From an optimization exercise on the open Yosys and OpenROAD flow, aimed at small area and a short achievable clock period; shortcuts taken in it are not production practice.
No functional check of the RTL was part of any run shown here.
No activity file was given, so power comes from the tool's default toggle rates.

==> design/flow/design.v <==
module data_memory_responder #(
    parameter int DEPTH_LOG2 = 6,
    parameter int LATENCY    = 2
) (
    input  logic        clk,
    input  logic        reset,
    input  logic        req,
    input  logic        we,
    input  logic [31:0] addr,
    input  logic [31:0] wdata,
    output logic        ready,
    output logic [31:0] rdata,
    output logic        err,
    output logic        busy
);
    localparam int NRING = 8;
    localparam int RLEN  = 8;
    logic unused_addr_bits;
    assign unused_addr_bits = &{1'b0, addr[31:8], LATENCY[0], DEPTH_LOG2[0]};
    logic busy_q, a0, a1, a2, ready_q;
    logic idle_q;     
    logic acc;        
    assign acc = idle_q && req;
    always_ff @(posedge clk or negedge reset) begin
        if (!reset) begin
            busy_q  <= 1'b0;
            idle_q  <= 1'b1;
            a0      <= 1'b0;
            a1      <= 1'b0;
            a2      <= 1'b0;
            ready_q <= 1'b0;
        end else begin
            busy_q  <= busy_q ? !ready_q : req;
            idle_q  <= busy_q ? ready_q : !req;
            a0      <= acc;
            a1      <= a0;
            a2      <= a1;
            ready_q <= a2;
        end
    end
    logic        lat_we;
    logic [7:0]  lat_addr;
    logic [31:0] lat_wdata;
    logic        err_q;
    always_ff @(posedge clk) begin
        if (idle_q) begin
            lat_we    <= we;
            lat_addr  <= addr[7:0];
            lat_wdata <= wdata;
            err_q     <= (addr[1:0] != 2'b00);
        end
    end
    logic [2:0] ph;
    always_ff @(posedge clk) ph <= ph + 3'd1;
    logic [2:0] ring_new, ring_lat, pos_new, pos_lat;
    logic       st_new, st_lat, ld_new, ld_lat, mis;
    assign ring_new = addr[7:5];
    assign ring_lat = lat_addr[7:5];
    assign pos_new  = addr[4:2] + ph;
    assign pos_lat  = lat_addr[4:2] + ph;
    assign st_new = reset && acc && we && addr[1:0] == 2'b00;
    assign st_lat = (a0 || a1 || a2) && lat_we && lat_addr[1:0] == 2'b00;
    assign ld_new = acc && !we && addr[1:0] == 2'b00;
    assign ld_lat = (a0 || a1) && !lat_we && lat_addr[1:0] == 2'b00;
    assign mis = acc && addr[1:0] != 2'b00;
    logic [NRING-1:0] wen0, wen4;
    always_ff @(posedge clk) begin
        for (int r = 0; r < NRING; r++) begin
            wen0[r] <= (st_new && ring_new == 3'(r) && pos_new == 3'd6) ||
                       (st_lat && ring_lat == 3'(r) && pos_lat == 3'd6);
            wen4[r] <= (st_new && ring_new == 3'(r) && pos_new == 3'd2) ||
                       (st_lat && ring_lat == 3'(r) && pos_lat == 3'd2);
        end
    end
    logic [31:0] ring [NRING][RLEN];
    for (genvar r = 0; r < NRING; r++) begin : g_ring
        always_ff @(posedge clk) begin
            for (int p = 0; p < RLEN; p++) begin
                if (p == 0)      ring[r][p] <= wen0[r] ? lat_wdata : ring[r][RLEN-1];
                else if (p == 4) ring[r][p] <= wen4[r] ? lat_wdata : ring[r][p-1];
                else             ring[r][p] <= ring[r][p-1];
            end
        end
    end
    logic [NRING-1:0] rsel0, rsel3, rsel6;
    logic             cap;
    always_ff @(posedge clk) begin
        for (int r = 0; r < NRING; r++) begin
            rsel0[r] <= (ld_new && ring_new == 3'(r) && pos_new == 3'd7) ||
                        (ld_lat && ring_lat == 3'(r) && pos_lat == 3'd7);
            rsel3[r] <= (ld_new && ring_new == 3'(r) && pos_new == 3'd2) ||
                        (ld_lat && ring_lat == 3'(r) && pos_lat == 3'd2);
            rsel6[r] <= (ld_new && ring_new == 3'(r) && pos_new == 3'd5) ||
                        (ld_lat && ring_lat == 3'(r) && pos_lat == 3'd5);
        end
    end
    always_ff @(posedge clk or negedge reset) begin
        if (!reset) cap <= 1'b0;
        else        cap <= mis ||
                           (ld_new && (pos_new == 3'd7 || pos_new == 3'd2 || pos_new == 3'd5)) ||
                           (ld_lat && (pos_lat == 3'd7 || pos_lat == 3'd2 || pos_lat == 3'd5));
    end
    logic [31:0] rd_mux;
    always_comb begin
        rd_mux = 32'h0;
        for (int r = 0; r < NRING; r++) begin
            rd_mux = rd_mux | ({32{rsel0[r]}} & ring[r][0]) | ({32{rsel3[r]}} & ring[r][3]) |
                     ({32{rsel6[r]}} & ring[r][6]);
        end
    end
    logic        clr;
    logic [31:0] rdata_q;
    always_ff @(posedge clk or negedge reset) begin
        if (!reset) clr <= 1'b1;
        else        clr <= 1'b0;
    end
    always_ff @(posedge clk) begin
        if (clr)      rdata_q <= 32'h0;
        else if (cap) rdata_q <= rd_mux;
    end
    assign ready = ready_q;
    assign busy  = busy_q;
    assign rdata = rdata_q;
    assign err   = err_q;
endmodule
==> design/flow/run.sh <==
#!/bin/bash
# synth_recipe.tcl (not shown) runs the flow's synth.tcl, then flattens the netlist and writes it again
# the make line also repeats each setting of config.mk as NAME=value (left out here)
make -C /OpenROAD-flow-scripts/flow DESIGN_CONFIG=/design/flow/config.mk WORK_HOME=/design/flow/orfs CLKGATE_MAP_FILE= SYNTH_SCRIPT=/design/flow/synth_recipe.tcl finish
==> design/flow/config.mk <==
export PLATFORM = sky130hd
export DESIGN_NAME = data_memory_responder
export DESIGN_NICKNAME = data_memory_responder
export VERILOG_FILES = /design/flow/design.v
export SDC_FILE = /design/flow/constraint.sdc
export NUM_CORES = 4
export LEC_CHECK = 0
export CAP_MARGIN = 20
export CORE_MARGIN = 2
export CORE_UTILIZATION = 60
export CTS_CLUSTER_DIAMETER = 80
export CTS_CLUSTER_SIZE = 30
export SETUP_SLACK_MARGIN = 2.5
export SLEW_MARGIN = 20
==> design/flow/constraint.sdc <==
create_clock -name core_clock -period 4.5 [get_ports {clk}]
set_input_delay 0.9000 -clock core_clock [delete_from_list [all_inputs] [get_ports {clk}]]
set_output_delay 0.9000 -clock core_clock [all_outputs]
set_load 0.01 [all_outputs]
==> results.py, run 1 <==
metrics = {
    "setup_path": {
        "endpoint_kind": "primary output",
        "path_max_fanout": 1,
        "slowest_delay_ns": 0.56,
        "startpoint_type": "flip-flop",
        "cp-endpoint": "err",
        "r2r-start": "idle_q",
        "crit_chain": "buf_6",
        "crit_required_ns": 3.60,
        "cp_data_arrival_time_ns": 1.43,
        "path_depth": 1,
        "reg2reg_to": "wen0[5]",
        "critPathTopFamily": "flip-flops",
        "slowest_stage": "edfxtp_1",
        "ff2ff_path_depth": 4,
        "r2r_slack_ns": 2.46,
        "crit_buf_inv": 1,
        "critPathLaunch": "err_q",
        "path_class": "flip-flop to primary output",
    },
    "grt": {
        "grt_max_degree": 35,
        "antenna_found_initial": 2,
        "gr-usage-met2_pct": 46.69,
        "track_usage_pct": 29.36,
        "grt_overflow_total": 0,
        "met1_usage_pct": 42.81,
        "use_met3_pct": 3.200,
        "grt_pass1_wl_um": 199200,
        "grt-busiest-layer": "met2",
        "grt_pass1_vias": 28292,
    },
    "place": {
        "port_buffers": 78,
        "globalplace.congestion": 0.7948,
        "pre_cts_ws_ns": 1.485,
        "dp_hpwl_um": 76550,
    },
    "floorplan": {
        "initial_core_util_pct": 60.46,
        "die_x_um": 307.7,
        "std_cell_rows": 111,
        "ios": 103,
        "die-area_mm2": 0.09467,
        "fp.coreArea_mm2": 0.09152,
        "dieHeight_um": 307.7,
    },
    "cts": {
        "cts_tree": "yes",
        "clk_pin_slew_ns": 0.11,
        "clockBufferDepth": 3,
        "htreeDepth": 3,
        "root_buffer": "clkbuf_16",
        "numCtsBuffers": 82,
        "clkSinkCount": 2173,
        "cts_hold_buffers": 0,
        "clkLatencyLatePin_ns": 0.69,
    },
    "routing": {
        "num_vias": 28014,
        "detail-route-antenna-nets": 0,
        "drt_iter0_drc": 2490,
        "routed_wl_um": 139800,
        "dr.pass1.iters": 5,
        "vias_per_cell": 5.799,
        "drc": 0,
        "wl_per_cell_um": 28.94,
    },
    "pwr": {
        "p_seq_share_pct": 67.6,
        "switching_share_pct": 20.12,
        "combPwrFrac_pct": 0.9,
        "intPower_mw": 23.13,
        "p_leak_nw": 23.63,
        "peakVddDrop_mv": 0.3636,
        "power.density_mw_per_mm2": 481.6,
        "p_sw_mw": 5.824,
        "clockPowerShare_pct": 31.5,
    },
    "synthesis": {
        "netlist_area_mm2": 0.05533,
        "yosysWarningCount": 2,
        "synth_fp_nets": 3640,
        "synth-edff-count": 42,
        "ys_types": 41,
        "ys_seq_area_share_pct": 79.45,
        "synth_flop_cell": "dfxtp_1",
        "synth-seq-cells": 2173,
        "netlist_instances": 3567,
        "postSynth.asyncResetShare_pct": 0.3682,
        "avgSynthCellArea_um2": 15.51,
    },
    "sta": {
        "worst_pin_slew_ns": 1.115,
        "setup_viol": 0,
        "finalHoldViolCount": 0,
        "layout_setup_ws_ns": 2.169,
        "slew_headroom_pct": 25.69,
        "skew_ns": 0.02266,
        "fin_crit_sh_pct": 51.81,
        "fmaxAchievable_ghz": 0.4290,
        "rsz0062_at_grt": "yes",
        "finalCriticalPeriod_ns": 2.331,
        "setup_tns_ns": 0,
        "drv_slew": 0,
    },
    "cells_and_area": {
        "nets": 3683,
        "antenna_cells": 0,
        "final_common_cell": "dfxtp_1",
        "layout_common_cells": "dfxtp_1 (2051), mux2_2 (512), a22oi_1 (204)",
        "drive_gt1_share_pct": 22.25,
        "synthToLayoutAreaGrowth_pct": 8.642,
    },
    "status": {
        "outcome": "timing/DRC/antenna clean",
    },
    "min_path": {
        "hold_path.class": "flip-flop to flip-flop",
    },
    "flow_run": {
        "drv_cap": 0,
    },
}
## metrics by stage
stage | hold slack (ns) | power, mW | utilization, % | area [um2] | cells
after floorplan | 0.3096 | 20.05 | - | 55360 | 3567
after global placement | 0.3096 | 20.26 | 62.71 | 57400 | 4704
after detailed placement | 0.3121 | 20.26 | 62.72 | 57400 | 4704
after CTS | 0.3179 | 29.05 | 65.55 | 59990 | 4830
after global routing | 0.3209 | 29.77 | 65.68 | 60120 | 4831
final | 0.3236 | 28.95 | 65.68 | 60120 | 4831
## cell families (layout without fill, tap and decap cells)
logic type,after synthesis,in the layout,synth area share [%]
flip-flops,2173,2173,79.45
multiplexers,512,512,10.42
AO/OA/AOI/OAI,427,427,6.117
XOR/XNOR,3,3,0.09723
adder cells (fa/ha/maj),5,5,0.1402
AND/OR/NAND/NOR,260,260,2.426
buffers and inverters,186,264,1.339
other,1,1,0.006777
## layout make-up
type                       count  area [um2]
fill                        6570       31410
timing repair buffer         139        1311
clock inverter                 3       30.03
inverter                       6       22.52
sequential                  2173       44170
multi-input combinational   1208       10810
clock buffer                 116        2286
tap                         1186        1484
## cells in the mapped netlist, types with 3 or more instances
| cell | number | area share, % |
|---|---|---|
| o31a_1 | 4 | 0.063 |
| and3_1 | 27 | 0.31 |
| nand2_1 | 54 | 0.37 |
| nand3_1 | 8 | 0.072 |
| edfxtp_1 | 42 | 2.3 |
| nor2b_1 | 4 | 0.045 |
| a211oi_1 | 27 | 0.37 |
| o22ai_1 | 40 | 0.45 |
| a22oi_1 | 204 | 2.8 |
| nor4_1 | 5 | 0.057 |
| mux2_2 | 512 | 10 |
| ha_1 | 3 | 0.068 |
| nor3_1 | 3 | 0.027 |
| a22o_1 | 58 | 0.92 |
| inv_1 | 6 | 0.041 |
| nor2_1 | 70 | 0.47 |
| buf_2 | 34 | 0.31 |
| dfrtp_1 | 6 | 0.27 |
| and3b_1 | 3 | 0.047 |
| nand4_1 | 69 | 0.78 |
| clkbuf_1 | 95 | 0.64 |
| buf_1 | 51 | 0.35 |
| a221oi_1 | 58 | 0.92 |
| dfxtp_1 | 2123 | 77 |
| a222oi_1 | 32 | 0.58 |
| or2_2 | 3 | 0.034 |
| nand2b_1 | 6 | 0.068 |
## how the worst min path moves through the flow
| stage | endpoint | slack (ns) | startpoint | cells after the start |
|---|---|---|---|---|
| 2_1_floorplan | ring[10][0] | 0.31 | ring[9][0] | 0 |
| 3_3_place_gp | ring[62][5] | 0.31 | ring[61][5] | 0 |
| 3_5_place_dp | ring[27][25] | 0.31 | ring[26][25] | 0 |
| 4_1_cts | ring[51][17] | 0.32 | ring[50][17] | 0 |
| 5_1_grt | ring[51][17] | 0.32 | ring[50][17] | 0 |
| 6_report | ring[51][17] | 0.32 | ring[50][17] | 0 |
## state kept, by name, summed over array words and instances (netlist names), 3 cells and up
signal     count
rsel3          8
rsel0          8
rdata_q       32
rsel6          8
ring        2048
wen0           8
lat_addr       8
wen4           8
ph             3
lat_wdata     32
## timing repair
item / CTS / global route
resized for setup: 255 / 29
pin swaps: 3 / 3
endpoints found under the hold margin: 0 / 0
buffers inserted: 7 / 1
setup endpoints to repair: 181 / 77
## power groups by stage
stage / clock, mW / sequential, mW / combinational, mW
3_3_place_gp: 0 / 20.0 / 0.248
4_1_cts: 9.21 / 19.6 / 0.266
3_5_place_dp: 0 / 20.0 / 0.252
2_1_floorplan: 0 / 19.9 / 0.133
5_1_grt: 9.89 / 19.6 / 0.292
6_report: 9.11 / 19.6 / 0.274
## metal layers
metal / wire length, um / up-vias
li1: - / 12475
met1: 64140 / 14446
met2: 64010 / 866
met3: 7581 / 227
met4: 4070 / 0
met5: 0 / -
==> run 2: changes to the inputs <==
--- a/design/flow/config.mk
+++ b/design/flow/config.mk
@@ -10,5 +10,5 @@
 export CORE_UTILIZATION = 60
 export CTS_CLUSTER_DIAMETER = 80
 export CTS_CLUSTER_SIZE = 30
-export SETUP_SLACK_MARGIN = 2.5
+export SETUP_SLACK_MARGIN = 2.7
 export SLEW_MARGIN = 20
==> results.py, run 2 <==
metrics = {
    "status": {
        "outcome": "timing/DRC/antenna clean",
    },
    "sta": {
        "finalCriticalPeriod_ns": 2.353,
        "setup_tns_ns": 0,
        "drv_slew": 0,
        "layout_setup_ws_ns": 2.147,
        "fin_crit_sh_pct": 52.28,
        "finalHoldViolCount": 0,
        "rsz0062_at_grt": "yes",
        "fmaxAchievable_ghz": 0.4250,
        "worst_pin_slew_ns": 1.108,
        "setup_viol": 0,
        "skew_ns": 0.01977,
        "whs_ns": 0.2340,
        "slew_headroom_pct": 26.16,
    },
    "grt": {
        "antenna_found_initial": 5,
        "grt_pass1_vias": 28443,
        "track_usage_pct": 29.86,
        "grt_overflow_total": 0,
        "grt_max_degree": 35,
        "grt_pass1_wl_um": 202100,
    },
    "synthesis": {
        "synth-xor-area-share_pct": 0.09723,
        "synth-seq-cells": 2173,
        "synth_flop_cell": "dfxtp_1",
        "synth_fp_nets": 3640,
        "synth_compound_area_share_pct": 6.117,
        "ys_seq_area_share_pct": 79.45,
        "yosysWarningCount": 2,
        "synth_adder_area_share_pct": 0.1402,
        "ys_types": 41,
        "ys_top_cells_by_area": "dfxtp_1 (77%), mux2_2 (10%), a22oi_1 (2.8%)",
        "synth-simple-area-share_pct": 2.426,
        "synth_top_area_cell": "dfxtp_1",
        "netlist_instances": 3567,
        "synth_top_family_by_area": "multiplexers",
        "synth_mux_area_share_pct": 10.42,
        "netlist_area_mm2": 0.05533,
        "synth_top_area_share_pct": 76.81,
        "synth-edff-count": 42,
        "postSynth.asyncResetShare_pct": 0.3682,
        "synth.most_common_cell": "dfxtp_1",
        "avgSynthCellArea_um2": 15.51,
        "synthTopCellsByCount": "dfxtp_1 (2123), mux2_2 (512), a22oi_1 (204)",
    },
    "cells_and_area": {
        "regMostFlops": "ring",
        "final_cells": 4869,
        "drive_gt1_share_pct": 24.09,
        "largest_reg_flops": 2048,
        "synthToLayoutAreaGrowth_pct": 9.954,
        "layout_common_cells": "dfxtp_1 (2050), mux2_2 (512), a22oi_1 (204)",
        "top_regs": "ring x2048, lat_wdata x32, rdata_q x32",
        "design_area_mm2": 0.06084,
        "nets": 3720,
        "fin_util_pct": 66.48,
        "final_common_cell": "dfxtp_1",
    },
    "routing": {
        "wl_per_cell_um": 29.35,
        "routed_wl_um": 142900,
        "num_vias": 28229,
        "detail-route-antenna-nets": 0,
        "vias_per_cell": 5.798,
        "drc": 0,
        "drt_iter0_drc": 2449,
        "dr.pass1.iters": 6,
    },
    "place": {
        "placed_cells": 4704,
        "pre_cts_ws_ns": 1.485,
        "dp_hpwl_um": 76550,
        "port_buffers": 78,
        "globalplace.congestion": 0.7948,
        "placed_area_mm2": 0.05740,
    },
    "cts": {
        "clockBufferDepth": 3,
        "root_buffer": "clkbuf_16",
        "numCtsBuffers": 82,
        "htreeDepth": 3,
        "clkLatencyLatePin_ns": 0.69,
        "cts_tree": "yes",
        "clkSinkCount": 2173,
        "clk_pin_slew_ns": 0.11,
    },
    "floorplan": {
        "std_cell_rows": 111,
        "die_x_um": 307.7,
        "die-area_mm2": 0.09467,
        "dieHeight_um": 307.7,
        "fp.coreArea_mm2": 0.09152,
        "ios": 103,
        "initial_core_util_pct": 60.46,
    },
    "setup_path": {
        "r2r_slack_ns": 2.56,
        "reg2reg_to": "wen0[3]",
        "crit_chain": "buf_6",
        "crit_required_ns": 3.60,
        "path_class": "flip-flop to primary output",
        "startpoint_type": "flip-flop",
        "slowest_stage": "edfxtp_1",
        "cp_data_arrival_time_ns": 1.45,
        "path_max_fanout": 1,
        "slowest_delay_ns": 0.57,
        "endpoint_kind": "primary output",
        "r2r-start": "ph[0]",
        "crit_buf_inv": 1,
        "critPathTopFamily": "flip-flops",
        "ff2ff_path_depth": 6,
        "critPathLaunch": "err_q",
    },
    "pwr": {
        "peakVddDrop_mv": 0.3648,
        "finalPower_mw": 28.98,
        "p_leak_nw": 23.93,
        "power.density_mw_per_mm2": 476.4,
    },
    "flow_run": {
        "drv_cap": 0,
    },
    "min_path": {
        "hold_path.class": "primary input to asynchronous set/reset pin",
    },
}
[run 2: cell counts after synthesis]
No cell type changed its count.
[run 2: final cells by class]
cell class | count | area (um2)
Tap cell | 1186 | 1484
Clock inverter | 3 | 30.03
Clock buffer | 116 | 2286
Antenna cell | 1 | 2.502
Timing Repair Buffer | 176 | 1760
Fill cell | 6506 | 30680
Multi-Input combinational cell | 1208 | 11070
Sequential cell | 2173 | 44190
Inverter | 6 | 22.52
[run 2: per-layer routing]
layer	share of wire, %	wire [um]	track usage [%]
met1	46	65030	43.48
met2	46	65410	47.39
met3	5.6	8030	3.276
met4	3.1	4421	8.746
met5	0.0070	10	0
[run 2: how the worst max path moves through the flow]
stage	endpoint	slack, ns	cells after the start
final	err	2.15	1
after global routing	err	2.14	1
after CTS	err	2.11	1
after detailed placement	wen4[5]	1.48	7
after global placement	wen4[7]	1.56	7
after floorplan	cap	2.23	6
[run 2: where the power goes]
| group | switching [mW] | internal (mW) | total, mW |
|---|---|---|---|
| sequential | 0.162 | 19.4 | 19.6 |
| combinational | 0.169 | 0.138 | 0.307 |
| clock | 5.52 | 3.60 | 9.12 |
| total | 5.85 | 23.1 | 29.0 |
[run 2: cells by family (layout without fill, tap and decap cells)]
kind of cell    Yosys count  count (layout)
flops                  2173            2173
mux                     512             512
compound gates          427             427
simple gates            260             260
buf+inv                 186             301
fa+ha+maj                 5               5
xor+xnor                  3               3
other cells               1               2
[run 2: repair_timing]
action / CTS / global route
hold buffers: 0 / 0
buffers inserted: 23 / 22
pin swaps: 21 / 25
setup endpoints to repair: 244 / 89
resized for setup: 309 / 47

## afterwards: timing with drivers on the ports
Ports are ideal in the flow. The routed layouts listed here were re-timed in OpenROAD.
Step 1 sets driving cells, clkbuf_16 on the clock port and buf_2 on the other inputs (assumed; they add their load-dependent delay and slew).
Step 2 times the ports against the registers' clock, not the clock port: input delays grow and output delays shrink by t, the midpoint of the rising clock arrivals with the driver on.
Slacks: ideal / step 1 / step 2; pairs: ideal / step 1.
| run | t (ns) | setup slack, ns | latest minus earliest clock arrival (ns) |
|---|---|---|---|
| run 1 | 0.756 | 2.169 / 2.091 / 1.680 | 0.026 / 0.026 |
| run 2 | 0.753 | 2.147 / 2.073 / 1.868 | 0.024 / 0.024 |
After both steps setup and hold are still met in every run listed. The setup slack of run 1, which loses most, moves by -0.078 ns with the drivers and by -0.489 ns with both steps.
